What follows belongs to an exercise in optimizing a design on an open flow for small area, a short achievable clock period and few clock cycles per item; a production flow would make more cautious choices.
Function was checked by simulation only, so behaviour that the tests miss may differ from the original.
No activity file was given, so power comes from the tool's default toggle rates.

## flow/config.mk

```make
export PLATFORM = sky130hd
export DESIGN_NAME = alu_seq_param
export DESIGN_NICKNAME = alu_seq_param
export VERILOG_FILES = /design/flow/design.v
export SDC_FILE = /design/flow/constraint.sdc
export NUM_CORES = 4
export LEC_CHECK = 0
export CAP_MARGIN = 20
export CORE_MARGIN = 2
export CORE_UTILIZATION = 40
export SLEW_MARGIN = 20
```

## flow/constraint.sdc

```tcl
create_clock -name core_clock -period 8.0 [get_ports {clk}]
set_input_delay 1.6000 -clock core_clock [delete_from_list [all_inputs] [get_ports {clk}]]
set_output_delay 1.6000 -clock core_clock [all_outputs]
set_load 0.01 [all_outputs]
```

## flow/design.v

```verilog
`default_nettype none
module alu_seq_param #(
  parameter int WIDTH = 32,
  parameter int SHW   = $clog2(WIDTH)
) (
  input  logic             clk,
  input  logic             rst,
  input  logic             in_valid,
  output logic             in_ready,
  input  logic [3:0]       op,
  input  logic [3:0]       op1,
  input  logic [WIDTH-1:0] in0,
  input  logic [WIDTH-1:0] in1,
  output logic             out_valid,
  input  logic             out_ready,
  output logic [WIDTH-1:0] out,
  output logic [WIDTH-1:0] out0,
  output logic             carryout,
  output logic             overflow,
  output logic             zero,
  output logic             N,
  output logic             err
);
  typedef enum logic [1:0] {
    S_IDLE = 2'd0,
    S_MUL  = 2'd1,
    S_DONE = 2'd2
  } state_t;
  state_t               state_q, state_d;
  logic [SHW-1:0]       cnt_q, cnt_d;
  logic [2*WIDTH-1:0]   acc_q, acc_d;
  logic [2*WIDTH-1:0]   mcand_q, mcand_d;
  logic [WIDTH-1:0]     mplier_q, mplier_d;
  logic                 neg_q, neg_d;
  logic [WIDTH-1:0]     out_q, out_d, out0_q, out0_d;
  logic                 cy_q, cy_d, ov_q, ov_d, zero_q, zero_d, n_q, n_d, err_q, err_d;
  logic [SHW-1:0]       w_sh;
  logic [WIDTH-1:0]     w_opb;
  logic [WIDTH:0]       w_sum, w_dif;
  logic [WIDTH:0]       w_shl, w_shr;
  logic signed [WIDTH:0] w_sra;
  logic [WIDTH-1:0]     w_sla_chk;
  logic [WIDTH-1:0]     w_res;
  logic                 w_cy, w_ov, w_ill;
  logic [WIDTH-1:0]     w_a_mag, w_b_mag;
  logic [2*WIDTH-1:0]   w_acc_nxt, w_prod;
  assign w_opb = op1[0] ? WIDTH'(1) : in1;
  assign w_sum = {1'b0, in0} + {1'b0, w_opb};
  assign w_dif = {1'b0, in0} - {1'b0, w_opb};    
  assign w_sh      = in1[SHW-1:0];
  assign w_shl     = {1'b0, in0} << w_sh;
  assign w_shr     = {in0, 1'b0} >> w_sh;
  assign w_sra     = $signed({in0, 1'b0}) >>> w_sh;
  assign w_sla_chk = $signed(w_shl[WIDTH-1:0]) >>> w_sh;
  assign w_a_mag = (op1[0] && in0[WIDTH-1]) ? -in0 : in0;
  assign w_b_mag = (op1[0] && in1[WIDTH-1]) ? -in1 : in1;
  assign in_ready  = (state_q == S_IDLE);
  assign out_valid = (state_q == S_DONE);
  assign out       = out_q;
  assign out0      = out0_q;
  assign carryout  = cy_q;
  assign overflow  = ov_q;
  assign zero      = zero_q;
  assign N         = n_q;
  assign err       = err_q;
  always_comb begin
    w_res = '0;
    w_cy  = 1'b0;
    w_ov  = 1'b0;
    w_ill = 1'b0;
    case (op)
      4'd0: begin
        if (op1 > 4'd3) begin
          w_ill = 1'b1;
        end else if (!op1[1]) begin
          w_res = w_sum[WIDTH-1:0];
          w_cy  = w_sum[WIDTH];
          w_ov  = (in0[WIDTH-1] == w_opb[WIDTH-1]) && (w_sum[WIDTH-1] != in0[WIDTH-1]);
        end else begin
          w_res = w_dif[WIDTH-1:0];
          w_cy  = w_dif[WIDTH];
          w_ov  = (in0[WIDTH-1] != w_opb[WIDTH-1]) && (w_dif[WIDTH-1] != in0[WIDTH-1]);
        end
      end
      4'd1: begin
        case (op1)
          4'd0: begin w_res = w_shl[WIDTH-1:0]; w_cy = w_shl[WIDTH]; end
          4'd1: begin w_res = w_shr[WIDTH:1];   w_cy = w_shr[0];     end
          4'd2: begin w_res = w_sra[WIDTH:1];   w_cy = w_sra[0];     end
          4'd3: begin
            w_res = w_shl[WIDTH-1:0];
            w_cy  = w_shl[WIDTH];
            w_ov  = (w_sla_chk != in0);
          end
          default: w_ill = 1'b1;
        endcase
      end
      4'd2: begin
        case (op1)
          4'd0:    w_res = in0 & in1;
          4'd1:    w_res = in0 | in1;
          4'd2:    w_res = in0 ^ in1;
          4'd3:    w_res = {in0[WIDTH/2-1:0], in0[WIDTH-1:WIDTH/2]};
          4'd4:    w_res = ~in0;
          default: w_ill = 1'b1;
        endcase
      end
      4'd3:    w_ill = (op1 > 4'd1);
      default: w_ill = 1'b1;
    endcase
  end
  always_comb begin
    state_d  = state_q;
    cnt_d    = cnt_q;
    acc_d    = acc_q;
    mcand_d  = mcand_q;
    mplier_d = mplier_q;
    neg_d    = neg_q;
    out_d    = out_q;
    out0_d   = out0_q;
    cy_d     = cy_q;
    ov_d     = ov_q;
    zero_d   = zero_q;
    n_d      = n_q;
    err_d    = err_q;
    w_acc_nxt = acc_q + (mplier_q[0] ? mcand_q : '0);
    w_prod    = neg_q ? -w_acc_nxt : w_acc_nxt;
    case (state_q)
      S_IDLE: begin
        if (in_valid) begin
          if (op == 4'd3 && op1 <= 4'd1) begin
            state_d  = S_MUL;
            cnt_d    = '0;
            acc_d    = '0;
            mcand_d  = {{WIDTH{1'b0}}, w_a_mag};
            mplier_d = w_b_mag;
            neg_d    = op1[0] & (in0[WIDTH-1] ^ in1[WIDTH-1]);
          end else begin
            state_d = S_DONE;
            out_d   = w_res;
            out0_d  = '0;
            cy_d    = w_cy;
            ov_d    = w_ov;
            err_d   = w_ill;
            n_d     = w_res[WIDTH-1];
            zero_d  = (w_res == '0);
          end
        end
      end
      S_MUL: begin
        acc_d    = w_acc_nxt;
        mcand_d  = mcand_q << 1;
        mplier_d = mplier_q >> 1;
        cnt_d    = cnt_q + 1'b1;
        if (cnt_q == SHW'(WIDTH-1)) begin
          state_d = S_DONE;
          out_d   = w_prod[WIDTH-1:0];
          out0_d  = w_prod[2*WIDTH-1:WIDTH];
          cy_d    = 1'b0;
          ov_d    = 1'b0;
          err_d   = 1'b0;
          n_d     = w_prod[2*WIDTH-1];
          zero_d  = (w_prod == '0);
        end
      end
      S_DONE: begin
        if (out_ready) state_d = S_IDLE;
      end
      default: state_d = S_IDLE;
    endcase
  end
  always_ff @(posedge clk) begin
    if (rst) begin
      state_q  <= S_IDLE;
      cnt_q    <= '0;
      acc_q    <= '0;
      mcand_q  <= '0;
      mplier_q <= '0;
      neg_q    <= 1'b0;
      out_q    <= '0;
      out0_q   <= '0;
      cy_q     <= 1'b0;
      ov_q     <= 1'b0;
      zero_q   <= 1'b0;
      n_q      <= 1'b0;
      err_q    <= 1'b0;
    end else begin
      state_q  <= state_d;
      cnt_q    <= cnt_d;
      acc_q    <= acc_d;
      mcand_q  <= mcand_d;
      mplier_q <= mplier_d;
      neg_q    <= neg_d;
      out_q    <= out_d;
      out0_q   <= out0_d;
      cy_q     <= cy_d;
      ov_q     <= ov_d;
      zero_q   <= zero_d;
      n_q      <= n_d;
      err_q    <= err_d;
    end
  end
endmodule
`default_nettype wire
```

## flow/run.sh

```bash
#!/bin/bash
# synth_recipe.tcl (not shown) runs the flow's synth.tcl, then flattens the netlist and writes it again
# the make line also repeats each setting of config.mk as NAME=value (left out here)
make -C /OpenROAD-flow-scripts/flow DESIGN_CONFIG=/design/flow/config.mk WORK_HOME=/design/flow/orfs CLKGATE_MAP_FILE= SYNTH_SCRIPT=/design/flow/synth_recipe.tcl finish
```

==> key figures <==
Power
  • Final Power: 0.00372 W
  • Reg power frac: 32.0%
  • Combinational share of power: 31.9%
  • Psw: 0.00134 W
  • Clock group share of total power: 36.1%
  • Maximum VDD drop: 0.000163 V
  • Pwr per Cell Area: 116 nW/um^2
  • Cell internal pwr: 0.00237 W
  • Leak: 12.8 nW
  • Switch share: 36.2%

Logic synthesis
  • Syn_area_per_cell: 7.26 sq um
  • Main synth FF type: dfxtp_1
  • Synth Instances: 3981
  • Post-synthesis register bit count: 237
  • Ys async rst share: 0%
  • EDFF count, synth: 0
  • Synth Net Count: 4257
  • Top cells by area, synth: dfxtp_1 (16%), ha_1 (8.5%), a21oi_1 (6.7%)
  • Post-synth top area share: 16.4%
  • Synth Cell Area: 28900 sq um
  • Largest area contributor in the netlist: dfxtp_1
  • Seq/Total Area, Yosys: 16.4%
  • Distinct cells, synth: 103
  • Yosys Warn Count: 1

Setup path
  • Crit. End Element: flop
  • Worst Path Arrival: 7.42 ns
  • CP startpoint kind: flop
  • CP required: 8.51 ns
  • Worst Setup Path Type: flop to flop
  • Crit path max fanout: 44

Layout
  • Fillers: 7416
  • Layout cells sized above 1: 8.19%
  • Synth-to-layout area growth: 11.0%
  • Commonest cells after routing, fill and taps aside: nor2_1 (481), a21oi_1 (386), nand2_1 (357)
  • Final design area excluding fillers: 32100 sq um
  • Most common cell after layout, fill and taps aside: nor2_1
  • Final layout net count: 4200
  • Ant diodes: 0

Global routing
  • Global Route met3 Usage: 7.13%
  • Met2 Usage GRT: 46.6%
  • Initial antenna violation count: 1
  • Vias in the first global route: 29403
  • First-pass GRT wire length: 192000 microns
  • GRT Max-Usage Layer: met1
  • Overflow after GRT: 0
  • Largest net degree at the start of global routing: 182
  • Total GRT Usage: 33.4%
  • Met1 usage in global routing: 48.6%

Job
  • # Max-Cap Violations: 0

CTS
  • H-Tree Depth: 1
  • Worst-path clk slew: 0.06 ns
  • Root buf cell: clkbuf_16
  • Worst-skew pair later-pin latency: 0.61 ns
  • TritonCTS clock tree: done
  • CTS max path bufs: 3
  • Hold-fix buffer count after cts: 0
  • Post-CTS Setup Inserts: 0
  • # clock sinks: 237
  • CTS buffer count: 28
  • Post-CTS sizing: 0

Drt
  • Residual DRC: 0
  • Vias per cell: 6.55
  • Routed wire length: 129000 microns
  • Initial drt markers: 4664
  • Via count: 32065
  • Antenna Nets Post-Route: 0
  • Pre-Repair DR Iteration Count: 8
  • Wire per inst: 26.3 microns

Timing
  • Max transition margin: 13.4%
  • RSZ-0062 raised after global routing: false
  • Final setup fails: 0
  • Final hold vios: 0
  • Max Transition Viols Final: 0
  • Fin crit period: 6.91 ns
  • TNS Setup: 0 ns
  • Worst Max-Slew Pin Slew: 1.29 ns
  • Tcrit/Tclk final: 86.4%
  • Peak Freq: 145 MHz
  • Setup Skew: 0.0365 ns

Floorplanning
  • Std cell rows: 98
  • Die Ht: 273 microns
  • Initial Util: 40.4%
  • Io pins: 147
  • Core area: 71500 sq um
  • Die width: 273 microns
  • Die area: 74400 sq um

Placed design
  • HPWL Detailed: 97100 microns
  • Placer Congestion: 1.05
  • Number of port buffers: 146
  • Placed cell area: 31100 sq um

Status
  • Outcome: timing/DRC/antenna clean

Min path
  • Hold Crit Class: flop to flop
==> cells in the mapped netlist (37+ instances only) <==
cell type / instances
and2_1: 89
nand3_1: 61
xor2_1: 45
a21o_1: 60
inv_1: 150
o31ai_1: 39
mux4_2: 71
nand4_1: 37
ha_1: 197
buf_1: 46
a211oi_1: 62
dfxtp_1: 237
clkbuf_1: 251
o21ai_0: 202
nor2_1: 485
a22oi_1: 155
a21oi_1: 387
mux2i_1: 113
o211ai_1: 42
nor3_1: 96
o221ai_1: 48
nand2_1: 357
xnor2_1: 164
==> worst max-delay path: stages, from the launching register on <==
cell	delay, ns
dfxtp_2	0.52
buf_4	0.48
and2_1	0.26
ha_1	0.38
a21oi_1	0.21
o21ai_1	0.16
a21boi_1	0.08
o21ai_1	0.45
a2111oi_2	0.14
a211oi_1	1.09
nor2_1	0.12
xnor2_1	0.23
nor3_1	0.43
nand3_1	0.35
nor3_1	0.44
a21oi_1	0.14
xnor2_1	0.24
nor4b_1	0.60
nand4_1	0.27
o211ai_2	0.19
==> metrics by stage <==
step                util [%]  std cells  hold WS, ns  setup WS [ns]
finish                  44.9       4895        0.450           1.09
global route            44.9       4895        0.466          0.920
CTS                     44.8       4894        0.456           1.42
detailed placement      43.5       4843        0.449          0.929
global placement        43.5       4843        0.438          0.920
floorplan                  -       3981        0.436         0.0379
==> cell type report <==
class | count | area [sq um] | area share [%]
Sequential cell | 237 | 4750 | 14.8
Inverter | 155 | 582 | 1.81
Timing Repair Buffer | 247 | 2290 | 7.14
Multi-Input combinational cell | 3255 | 22300 | 69.6
Tap cell | 950 | 1190 | 3.70
Clock buffer | 40 | 816 | 2.54
Clock inverter | 11 | 144 | 0.448
==> power groups by stage <==
stage	logic (W)	registers, W	clock network, W
2_1_floorplan	0.000715	0.00121	0
3_3_place_gp	0.00114	0.00122	0
3_5_place_dp	0.00113	0.00122	0
4_1_cts	0.00113	0.00119	0.00137
5_1_grt	0.00124	0.00119	0.00141
6_report	0.00118	0.00119	0.00134
==> logic make-up (layout without fill, tap and decap cells) <==
group | Yosys count | after routing | synth area share [%]
buffers and inverters | 489 | 453 | 6.61
xor gates and xnor gates | 209 | 209 | 6.33
and+or+nand+nor | 1328 | 1328 | 21.3
adders and majority gates | 200 | 200 | 8.74
muxes | 211 | 211 | 10.5
DFF | 237 | 237 | 16.4
AOI/OAI and AO/OA | 1307 | 1307 | 30.1
==> registers in the layout (all words and copies together), names as in the netlist <==
register  flops
acc_q        64
cnt_q         5
cy_q          1
err_q         1
mcand_q      64
mplier_q     32
n_q           1
neg_q         1
out0_q       32
out_q        32
ov_q          1
state_q       2
zero_q        1
==> worst paths after layout <==
kind / start / end / slack (ns) / cells after the start
worst max-delay path: mplier_q[0]$_SDFFE_PP0P_ / zero_q$_SDFFE_PP0P_ / 1.09 / 19
worst min-delay path: out_q[7]$_SDFFE_PP0P_ / out_q[7]$_SDFFE_PP0P_ / 0.45 / 2
worst max register to register: mplier_q[0]$_SDFFE_PP0P_ / zero_q$_SDFFE_PP0P_ / 1.09 / 19
worst min register to register: out_q[7]$_SDFFE_PP0P_ / out_q[7]$_SDFFE_PP0P_ / 0.45 / 2
==> metal layers <==
| layer | wire length, microns | vias to the layer above |
|---|---|---|
| met4 | 6690 | 2 |
| li1 | - | 14510 |
| met5 | 11 | - |
| met3 | 15700 | 329 |
| met2 | 51000 | 2015 |
| met1 | 55500 | 15209 |
Testbench counts, summed over its fixed seeds: cycles 32,448, items 3,200.

==> separate check: timing with driven ports <==
In the flow no input, the clock included, has a driving cell. The finished layout below was timed again as built, in two steps.
Step 1 sets driving cells, clkbuf_16 on the clock port and buf_2 on the other inputs (assumed; they add their load-dependent delay and slew).
Step 2 times the ports against the registers' clock, not the clock port: input delays grow and output delays shrink by t, the midpoint of the rising clock arrivals with the driver on.
Slacks: ideal ports / drivers / drivers and shift; pairs: ideal ports / drivers.
shift t [ns]: 0.649
setup WS [ns]: 1.090 / 1.090 / 0.539
worst setup path at the end: input to register
worst slew at a driven data input, ns: 0.06
After both steps this run still meets setup and hold. The setup slack of this run moves by 0.000 ns with the drivers and by -0.551 ns with both steps.
